Background: an optimization exercise with open tools, aiming at small area and a short achievable clock period. Do not read the settings as production practice. The RTL was checked by simulation tests, not by an equivalence proof against the original design. No activity file was given, so power comes from the tool's default toggle rates.

--- flow/config.mk ---
export PLATFORM = sky130hd
export DESIGN_NAME = ram_peri_dp
export DESIGN_NICKNAME = ram_peri_dp
export VERILOG_FILES = /design/flow/design.v
export SDC_FILE = /design/flow/constraint.sdc
export NUM_CORES = 4
export LEC_CHECK = 0
export CAP_MARGIN = 20
export CORE_MARGIN = 2
export CORE_UTILIZATION = 40
export SLEW_MARGIN = 20
--- flow/constraint.sdc ---
create_clock -name core_clock -period 3.6 [get_ports {AClkH}]
set_input_delay 0.7200 -clock core_clock [delete_from_list [all_inputs] [get_ports {AClkH}]]
set_output_delay 0.7200 -clock core_clock [all_outputs]
set_load 0.01 [all_outputs]
--- flow/design.v ---
package ram_peri_pkg;
  typedef enum logic {INIT, RUN} state_e;
  localparam int CFillSeed = 1;
  function automatic logic [31:0] lfsr_taps(input int w);
    lfsr_taps = (w == 2)  ? 32'h0000_0003 :
                (w == 3)  ? 32'h0000_0006 :
                (w == 4)  ? 32'h0000_000C :
                (w == 5)  ? 32'h0000_0014 :
                (w == 6)  ? 32'h0000_0030 :
                (w == 7)  ? 32'h0000_0060 :
                (w == 8)  ? 32'h0000_00B8 :
                (w == 16) ? 32'h0000_B400 :
                (w == 32) ? 32'hA300_0000 :
                            32'h0000_00B8;
  endfunction
endpackage
module ram_peri_rd_pipe #(
  parameter int CDataLen = 16,
  parameter int CGrp = 4,
  parameter int COffLen = 2
) (
  input  logic                           clk,
  input  logic                           rst,
  input  logic                           en,
  input  logic                           vld_in,
  input  logic [CGrp-1:0][CDataLen-1:0]  grp_in,
  input  logic [COffLen-1:0]             off_in,
  input  logic                           coll_in,
  input  logic [CDataLen-1:0]            wdata_in,
  output logic                           vld_out,
  output logic [CDataLen-1:0]            data_out
);
  logic                          vld0_q, coll0_q;
  logic [CGrp-1:0][CDataLen-1:0] grp0_q;
  logic [COffLen-1:0]            off0_q;
  logic [CDataLen-1:0]           wdata0_q, word;
  always_ff @(posedge clk) begin
    if (en) begin
      grp0_q <= grp_in;
      off0_q <= off_in;
      wdata0_q <= wdata_in;
      coll0_q <= coll_in;
    end
  end
  assign word = grp0_q[off0_q];
  always_ff @(posedge clk) begin
    if (rst) begin
      vld0_q <= 1'b0;
      vld_out <= 1'b0;
      data_out <= '0;
    end else if (en) begin
      vld0_q <= vld_in;
      vld_out <= vld0_q;
      if (vld0_q) data_out <= coll0_q ? wdata0_q : word;
    end
  end
endmodule
import ram_peri_pkg::*;
module ram_peri_dp #(
  parameter int CAddrLen = 8,
  parameter int CDataLen = 16,
  parameter int CDepth = 224,
  parameter int CRdLat = 2,
  parameter int CWrFirst = 1
) (
  input  logic                AClkH,
  input  logic                AResetH,
  input  logic                AClkHEn,
  input  logic [CAddrLen-1:0] AAddrWr,
  input  logic [CDataLen-1:0] AMosi,
  input  logic                AWrEn,
  input  logic [CAddrLen-1:0] AAddrRd,
  input  logic                ARdEn,
  output logic [CDataLen-1:0] AMiso,
  output logic                AMisoVld,
  output logic                ABusy
);
  localparam int COffLen = 2;
  localparam int CGrp = 1 << COffLen;
  localparam int CNGrp = CDepth / CGrp;
  localparam logic [CAddrLen:0] CDepthW = (CAddrLen+1)'(CDepth);
  localparam logic [CAddrLen-1:0] CLast = CAddrLen'(CDepth - 1);
  logic                          run_q;
  logic [CAddrLen-1:0]           cnt_q;
  logic [CDataLen-1:0]           mem_q [CDepth];
  logic [CDataLen-1:0]           fill, wr_data;
  logic [CGrp-1:0][CDataLen-1:0] rd_grp;
  logic [CAddrLen-COffLen-1:0]   rd_gidx;
  logic [CAddrLen-1:0]           wr_idx;
  logic                          wr_hit, wr_en, coll;
  localparam logic [CDataLen-1:0] CTaps = CDataLen'(ram_peri_pkg::lfsr_taps(CDataLen));
  logic [CDataLen-1:0] lfsr_q;
  always_ff @(posedge AClkH)
    if (AResetH) lfsr_q <= CDataLen'(CFillSeed);
    else if (AClkHEn && !run_q) lfsr_q <= (lfsr_q >> 1) ^ (lfsr_q[0] ? CTaps : '0);
  assign fill = lfsr_q;
  assign ABusy = !run_q;
  always_ff @(posedge AClkH) begin
    if (AResetH) begin
      run_q <= 1'b0;
      cnt_q <= '0;
    end else if (AClkHEn && !run_q) begin
      cnt_q <= cnt_q + 1'b1;
      run_q <= cnt_q == CLast;
    end
  end
  assign wr_hit = {1'b0, AAddrWr} < CDepthW;
  assign wr_en = !AResetH && AClkHEn && (run_q ? AWrEn && wr_hit : 1'b1);
  assign wr_idx = run_q ? AAddrWr : cnt_q;
  assign wr_data = run_q ? AMosi : fill;
  for (genvar i = 0; i < CDepth; i++) begin : g_word
    always_ff @(posedge AClkH) if (wr_en && wr_idx == CAddrLen'(i)) mem_q[i] <= wr_data;
  end
  assign rd_gidx = AAddrRd[CAddrLen-1:COffLen];
  always_comb begin
    rd_grp = '0;
    for (int g = 0; g < CNGrp; g++)
      for (int k = 0; k < CGrp; k++)
        rd_grp[k] = rd_grp[k] | (mem_q[g*CGrp+k] & {CDataLen{rd_gidx == (CAddrLen-COffLen)'(g)}});
  end
  assign coll = AWrEn && wr_hit && AAddrWr == AAddrRd;
  ram_peri_rd_pipe #(.CDataLen(CDataLen), .CGrp(CGrp), .COffLen(COffLen)) u_rd_pipe (
    .clk     (AClkH),
    .rst     (AResetH),
    .en      (AClkHEn),
    .vld_in  (run_q && ARdEn),
    .grp_in  (rd_grp),
    .off_in  (AAddrRd[COffLen-1:0]),
    .coll_in (coll),
    .wdata_in(AMosi),
    .vld_out (AMisoVld),
    .data_out(AMiso)
  );
endmodule
--- flow/run.sh ---
#!/bin/bash
# synth_recipe.tcl (not shown) runs the flow's synth.tcl, then flattens the netlist and writes it again
# the make line also repeats each setting of config.mk as NAME=value (left out here)
make -C /OpenROAD-flow-scripts/flow DESIGN_CONFIG=/design/flow/config.mk WORK_HOME=/design/flow/orfs CLKGATE_MAP_FILE= SYNTH_SCRIPT=/design/flow/synth_recipe.tcl finish
==> key figures, run 1 <==
Finish
  – Commonest cells after routing, fill and taps aside: edfxtp_1 (3667), a22oi_1 (1362), buf_4 (754)
  – Syn-to-layout area delta: 23.0%
  – Leading cell type in the layout, fill and taps excluded: edfxtp_1
  – Core Util, Final: between 40% and 50%
  – Fraction of final layout cells with drive strength greater than 1: 23.0%
  – Count of nets after finishing: 8668
  – Final design area excluding fillers: 0.167 sq mm
  – Filler instances: 27300
  – Non-filler cells in the finished layout: 13500

Clock network
  – H-tree depth: 5
  – Post-cts repair resize count: 0
  – Clock-pin transition on the worst setup and hold timing paths: 0.06 ns
  – Number of sinks handled by clock tree synthesis: 3710
  – Hold buffer count at CTS: 0
  – Clock latency reported for the late side of the worst-skew pair: 1.01 ns
  – Max Root-Sink Buffers: 4
  – Clock buffer count from CTS: 374
  – Post-CTS Setup Bufs: 0
  – Library cell used as clock root buffer: clkbuf_16
  – TritonCTS clock tree: done

Global routing
  – Vias in the first global route: 83600
  – Number of antenna violations at the first check in global routing: 50
  – Pin count of the biggest net entering global routing: 87
  – Wire length of the first global-routing pass: 776000 microns
  – GR Overflow Total: 0
  – Overall track demand over capacity in global routing: between 30% and 40%

Die
  – Total die area: roughly 0.34 sq mm
  – Die Width: ~590 microns
  – Core Region: ~0.34 sq mm
  – Effective utilization at floorplan: 40.3%
  – Chip Height: a little under 600 microns
  – I/O pin cnt: 55
  – Standard-cell row count: approximately 210

Synth
  – Most area-consuming cells after synthesis: edfxtp_1 (81%), a22oi_1 (7.5%), nand4_1 (1.0%), mux2i_1 (1.0%), nor2_1 (1.0%)
  – Synth Instances: 7477
  – Mapped Nets: 7515
  – Count of flip-flops with a built-in enable after synthesis: 3667
  – Avg Inst Size Synth: around 18 sq um
  – Total of flip-flops plus latches after synthesis: 3710
  – Main synth FF type: edfxtp_1
  – Syn. warnings: 3
  – Part of the Yosys area used for sequential elements: 81.8%
  – Post-synth top area share: 81.1%
  – Async SR Flop Fraction: 0%
  – Most area-hungry cell type in the Yosys netlist: edfxtp_1
  – Cell area after technology mapping: 0.136 sq mm
  – Count of different cell masters after synthesis: 64

Critical path
  – Endpoint required time on the critical path: 4.20 ns
  – CP Max Fanout: 15
  – Worst Path Arrival: 3.78 ns
  – Critical path type: input pin to flip-flop
  – CP Capture Type: flip-flop
  – Critical-path top delay cell: nor4_1
  – Delay contributed by the slowest stage of the critical path: approximately 0.82 ns
  – Ordered cell list for the critical path: buf_2, buf_12, buf_4, nand4bb_2, buf_4, nor2_4, buf_12, a22oi_1, nand4_1, nor4_1, nand3_1
  – Critical Path Start Type: input pin

Flow run
  – Max-Cap Viols: 0

Timing
  – Final Cycle Share: 88.2%
  – Setup total negative slack: 0 ns
  – Slew margin rel.: 8.44%
  – Final Setup Violations: 0
  – Worst slew pin tran: 1.37 ns
  – Final-report max-slew violation count: 0
  – Unrepaired setup endpoints after global routing: false
  – Setup skew after layout: 0.0954 ns
  – Hold violation count in the final report: 0
  – Peak Freq: 315 MHz
  – Shortest period the worst path allows: 3.18 ns

Placement
  – Total placed cells including tap cells: 12800
  – Port Buffer Count: between 50 and 60
  – Cell area after placement: 0.155 sq mm
  – Weighted congestion reported at the end of routability-driven placement: ~1
  – Estimated wirelength of the detail-placed design: 389000 microns

Drt
  – First drt pass iteration count: 8
  – Average wire length per cell after detail routing: around 44 microns
  – Violation count after the first detailed-routing iteration: around 19000
  – Number of vias in the routed layout: 90600
  – DRC: 0
  – Met1 routed wirelength after detailed routing: approximately 200000 microns
  – Sum of met3 wire segment lengths after detailed routing: 97500 microns
  – Via density per instance: 6.73
  – Final wirelength: 597000 microns
  – Number of routed nets with antenna violations: 0
  – Routed length on met2: between 200000 and 300000 microns
  – Highest routed metal layer: met5

Pwr
  – Worst ir drop on vdd: around 440 uV
  – Power density relative to cell area: around 530 mW/mm^2
  – Static leakage power: 55.0 nW

Min path
  – Hold WC Path Type: input pin to flip-flop

Run status
  – Result of the run: timing/DRC/antenna clean
==> per-layer routing <==
| layer | vias up | GRT usage (%) |
|---|---|---|
| li1 | 33500 | - |
| met1 | 46200 | 43.2 |
| met2 | 8900 | 49.1 |
| met3 | 1984 | 12.8 |
| met4 | 26 | 22.2 |
| met5 | - | 0 |
==> synthesized netlist by cell type (14+ instances only) <==
library cell and number:
clkbuf_1 198, a221oi_1 55, a21oi_1 53, a22oi_1 1362
buf_4 17, dfxtp_1 43, o21ai_0 19, edfxtp_1 3667
or4_1 31, a2bb2oi_1 36, a222oi_1 21, o211ai_1 20
nor2_1 367, a2111oi_0 28, nor3_1 63, mux2i_1 141
nor4_1 47, nand3_1 59, and4_1 24, nand2_1 322
o22ai_1 36, mux4_2 18, nand4_1 227, mux2_2 64
a211oi_1 24, o32ai_1 14, a221o_1 15, and3_1 71
buf_1 76, buf_2 144, a22o_1 76
==> area by class of cell <==
cell class / count / area [sq um] / share of cell area (%)
clock inverter: 186 / 1750 / 1.05
multi-input combinational: 3312 / 24100 / 14.4
timing repair buffer: 1219 / 14500 / 8.66
clock buffer: 477 / 9830 / 5.89
antenna: 32 / 80.1 / 0.0480
sequential: 3710 / 111000 / 66.5
tap: 4515 / 5650 / 3.39
inverter: 13 / 48.8 / 0.0292
==> path summary, 6_finish.rpt <==
kind,from,to,slack [ns],cells past startpoint
worst max-delay path,AAddrRd[7],u_rd_pipe.grp0_q[40],0.42,11
worst min-delay path,AClkHEn,u_rd_pipe.vld0_q,0.11,4
worst min register to register,u_rd_pipe.vld0_q,u_rd_pipe.vld0_q,0.48,2
worst max register to register,cnt_q[0],mem_q[141][1],0.46,6
==> critical path, delay by kind of cell <==
kind                   cells  cell delay, ns
AND/OR/NAND/NOR            5            1.84
buffers and inverters      5            0.92
AO/OA/AOI/OAI              1            0.24
==> kinds of logic after synthesis <==
group	after synthesis	share of synthesized area [%]
buf+inv	455	1.48
mux	223	1.87
xor+xnor	16	0.103
simple gates	1280	4.70
compound gates	1792	10.1
flops	3710	81.8
fa+ha+maj	1	0.00922
==> sequential cells by signal (all words and copies together), names as in the netlist <==
| name | count |
|---|---|
| u_rd_pipe.coll0_q | 1 |
| u_rd_pipe.off0_q | 2 |
| u_rd_pipe.data_out | 16 |
| u_rd_pipe.vld0_q | 1 |
| cnt_q | 8 |
| lfsr_q | 16 |
| u_rd_pipe.vld_out | 1 |
| u_rd_pipe.grp0_q | 64 |
| u_rd_pipe.wdata0_q | 16 |
| mem_q | 3584 |
| run_q | 1 |
==> report_power, final <==
part / leakage [nW] / internal, mW / switching (mW)
sequential: 34.6 / 47.4 / 0.299
clock: 5.60 / 20.7 / 16.9
combinational: 14.8 / 0.899 / 2.16
==> metrics by stage <==
step           power [mW]  worst slack [ns]  hold WS [ns]
2_1_floorplan        49.5            0.0470         0.427
3_3_place_gp         51.4            -0.546         0.439
3_5_place_dp         51.5            -0.422         0.465
4_1_cts              88.1             0.527        0.0948
5_1_grt              89.9             0.465         0.155
6_report             88.4             0.423         0.111
==> inputs of run 2 (changes only) <==
--- a/flow/config.mk
+++ b/flow/config.mk
@@ -8,4 +8,5 @@
 export CAP_MARGIN = 20
 export CORE_MARGIN = 2
 export CORE_UTILIZATION = 40
+export SETUP_SLACK_MARGIN = 1.2
 export SLEW_MARGIN = 20
==> key figures, run 2 <==
Finish
  – Leading cell type in the layout, fill and taps excluded: edfxtp_1
  – Syn-to-layout area delta: 30.2%
  – Count of nets after finishing: 8998
  – Flip-flop count of the largest register, all copies and words added: 3584
  – Filler instances: 26300
  – Commonest cells after routing, fill and taps aside: edfxtp_1 (3667), a22oi_1 (1284), buf_4 (708)
  – Largest registers: mem_q (3584), u_rd_pipe.grp0_q (64)
  – Largest Register: mem_q
  – Fraction of final layout cells with drive strength greater than 1: 29.1%

Synth
  – Cell area after technology mapping: 0.136 sq mm
  – Most area-consuming cells after synthesis: edfxtp_1 (81%), a22oi_1 (7.5%), nand4_1 (1.0%), mux2i_1 (1.0%), nor2_1 (1.0%)
  – Avg Inst Size Synth: 18.1 sq um
  – Post-synth top area share: 81.1%
  – Most repeated cell in the gate-level netlist after synthesis: edfxtp_1
  – Mux share of post-synthesis cell area: 1.87%
  – Largest family of logic cells by synthesized area: compound AO/OA/AOI/OAI gates
  – Most area-hungry cell type in the Yosys netlist: edfxtp_1
  – Part of the Yosys area used for sequential elements: 81.8%
  – Simple-Gate Fraction of Synth Area: about 4.7%
  – Syn. warnings: 3
  – Cell types with the highest counts after synthesis: edfxtp_1 (3667), a22oi_1 (1362), nor2_1 (367)
  – Count of different cell masters after synthesis: 64
  – Total of flip-flops plus latches after synthesis: between 3000 and 4000
  – Synthesized-area fraction occupied by adder cells: less than 1%
  – Xor/xnor cell area share of the yosys netlist: 0.103%
  – Async SR Flop Fraction: 0%
  – Synth Instances: 7477
  – Main synth FF type: edfxtp_1
  – Post-synthesis compound-gate area fraction: 10.1%
  – Count of flip-flops with a built-in enable after synthesis: 3667
  – Mapped Nets: 7515

Clock network
  – Clock-pin transition on the worst setup and hold timing paths: 0.06 ns
  – Clock buffer count from CTS: 372
  – Number of sinks handled by clock tree synthesis: 3710
  – Max Root-Sink Buffers: 4
  – H-tree depth: 5
  – Library cell used as clock root buffer: clkbuf_16
  – TritonCTS clock tree: done
  – Clock latency reported for the late side of the worst-skew pair: 0.99 ns
  – Hold buffer count at CTS: 0

Critical path
  – Endpoint of the lowest-slack register-to-register path: u_rd_pipe.grp0_q[21]
  – Critical path type: flip-flop to flip-flop
  – Number of buffers and inverters on the critical path: 0
  – CP Max Fanout: 1
  – CP Capture Type: flip-flop
  – Critical Path Start Type: flip-flop
  – Critical-path top delay cell: a222oi_1
  – Kind of cell adding the most delay to the critical path: simple AND/OR/NAND/NOR gates
  – Worst Path Arrival: 3.56 ns
  – Worst Reg-to-Reg Cells: 5
  – Endpoint required time on the critical path: 4.31 ns
  – Delay contributed by the slowest stage of the critical path: 0.55 ns
  – Register-to-register setup slack: around 0.75 ns
  – Ordered cell list for the critical path: mux4_2, a222oi_1, nand3_1, or4_4, or4_1
  – Worst r2r src: mem_q[101][5]

Timing
  – Final Cycle Share: 79.2%
  – Peak Freq: 351 MHz
  – Slew margin rel.: 21.5%
  – Setup skew after layout: 0.0704 ns
  – Hold violation count in the final report: 0
  – Final-report max-slew violation count: 0
  – Final Setup Violations: 0
  – Final hold slack: 0.157 ns
  – Shortest period the worst path allows: 2.85 ns
  – Unrepaired setup endpoints after global routing: true
  – Worst slew pin tran: 1.17 ns
  – Setup total negative slack: 0 ns

Drt
  – Final wirelength: between 600000 and 700000 microns
  – DRC: 0
  – First drt pass iteration count: 7
  – Number of vias in the routed layout: ~96000
  – Violation count after the first detailed-routing iteration: 21300
  – Average wire length per cell after detail routing: 46.6 microns
  – Via density per instance: 6.91
  – Number of routed nets with antenna violations: 0

Pwr
  – Net switching share of the total power: 21.9%
  – Sequential share of power: 53.1%
  – Portion of total power attributed to combinational logic: 3.8%
  – Worst ir drop on vdd: between 300 and 400 uV
  – Static leakage power: 58.8 nW
  – Design Power: 90.0 mW
  – Power density relative to cell area: 510 mW/mm^2
  – Clock group share of total power: between 40 and 50%
  – Reported net switching power: 19.7 mW
  – Cell-internal power: 70.3 mW

Global routing
  – GR Overflow Total: 0
  – Wire length of the first global-routing pass: between 800000 and 900000 microns
  – Number of antenna violations at the first check in global routing: 64
  – Overall track demand over capacity in global routing: between 30% and 40%
  – Vias in the first global route: 86300
  – Pin count of the biggest net entering global routing: 89

Die
  – I/O pin cnt: 55
  – Chip Height: 586 microns
  – Die Width: 586 microns
  – Total die area: 0.344 sq mm
  – Effective utilization at floorplan: 40.3%
  – Core Region: 0.337 sq mm
  – Standard-cell row count: 213

Flow run
  – Max-Cap Viols: 0

Min path
  – Hold WC Path Type: input pin to flip-flop
  – Hold Crit Depth: 4
  – Hold Crit Start: AClkHEn
  – Worst min-delay path endpoint: u_rd_pipe.vld0_q

Placement
  – Port Buffer Count: 54
  – Weighted congestion reported at the end of routability-driven placement: 0.975
  – Estimated wirelength of the detail-placed design: 381000 microns

Run status
  – Result of the run: timing/DRC/antenna clean
==> run 2: cell types whose count changed in the layout (fill, tap and decap cells not counted), sizes merged, moves of 4 or more <==
cell           change
bufinv            +16
clkinv            +14
clkinvlp           +4
clkdlybuf4s50     -17
bufbuf             +4
clkbuf            +16
mux2              +12
dlygate4sd2       +17
buf              +272
diode             +29
==> run 2: kinds of logic (layout without fill, tap and decap cells) <==
group,Yosys count,in the layout
compound gates,1792,1792
buf+inv,455,2221
simple gates,1280,1281
other cells,0,61
mux,223,235
xor+xnor,16,16
fa+ha+maj,1,1
flops,3710,3710
==> run 2: power by group through the flow <==
stage / combinational (mW) / sequential (mW) / clock (mW)
floorplan: 1.20 / 48.3 / 0
global placement: 2.79 / 48.6 / 0
detailed placement: 2.82 / 48.6 / 0
CTS: 3.05 / 47.7 / 38.6
global route: 3.34 / 47.7 / 40.2
finish: 3.40 / 47.8 / 38.8
==> run 2: per-stage QoR <==
stage	instances	util (%)	cell area, sq um	worst slack [ns]
final	13800	52.4	177000	0.749
after global routing	13800	52.4	177000	0.763
after CTS	13600	51.1	172000	0.853
after detailed placement	12700	46.2	156000	-0.532
after global placement	12700	46.2	156000	-0.671
after floorplan	7477	-	139000	0.685
==> run 2: worst reg2reg max path: stages, from the launching register on <==
cell and delay, ns:
edfxtp_1 0.37, mux4_2 0.48, a222oi_1 0.55, nand3_1 0.18
or4_4 0.55, or4_1 0.43
==> run 2: layer usage <==
layer  track usage (%)  wire, microns  up-vias
met5             0.294            409        -
met2              50.1         262000    10700
met1              44.8         206000    48000
li1                  -              -    34200
met3              15.6         119000     2630
met4              24.6          57800       48
==> run 2: cell type report <==
type,count,area [sq um],share of cell area (%)
Antenna cell,61,153,0.0864
Multi-Input combinational cell,3325,27300,15.4
Inverter,13,52.6,0.0297
Sequential cell,3710,111000,62.8
Tap cell,4515,5650,3.20
Clock inverter,220,2170,1.23
Clock buffer,450,9760,5.52
Timing Repair Buffer,1538,20600,11.7
==> run 2: how the worst max path moves through the flow <==
stage,startpoint,to,slack (ns),cells past startpoint
floorplan,AAddrRd[6],u_rd_pipe.grp0_q[31],0.69,10
global route,mem_q[101][5],u_rd_pipe.grp0_q[21],0.76,5
global placement,AAddrRd[5],u_rd_pipe.grp0_q[2],-0.67,11
finish,mem_q[101][5],u_rd_pipe.grp0_q[21],0.75,5
CTS,mem_q[101][5],u_rd_pipe.grp0_q[21],0.85,5
detailed placement,AAddrRd[6],u_rd_pipe.grp0_q[45],-0.53,11
==> run 2: what timing repair did <==
item	4_1_cts	5_1_grt
cloned	45	43
buffers inserted	194	152
pin swaps	106	147
endpoints found under the setup margin	3901	2736
resized for setup	365	355

## static timing again, ports no longer ideal
The flow's constraints put no driver on any port. The routed layouts listed below were extracted and timed again, unchanged, in two steps. Step 1 assumes that a clkbuf_16 drives the clock port and a buf_2 every other input. Step 2 moves the port delays by t, midway between the first and last clock arrival at a register: inputs arrive t later, outputs are due t later. That takes back most of the time a late clock gives input paths. Three values: ideal ports, drivers, drivers and shift; two values: the first two.
| run | t, ns | setup WS [ns] | hold WS [ns] | worst slew at a driven data input, ns | pins driven straight from the clock port |
|---|---|---|---|---|---|
| run 1 | 1.070 | 0.423 / 0.409 / -0.661 | 0.111 / 0.038 / 0.477 | 0.19 | 1 |
| run 2 | 1.061 | 0.749 / 0.732 / -0.329 | 0.157 / 0.084 / 0.451 | 0.30 | 1 |
With both steps, setup timing fails in run 1 and run 2, where it was met with ideal ports. For run 1, which loses most, drivers alone change the setup slack by -0.014 ns; drivers and shift together by -1.084 ns.
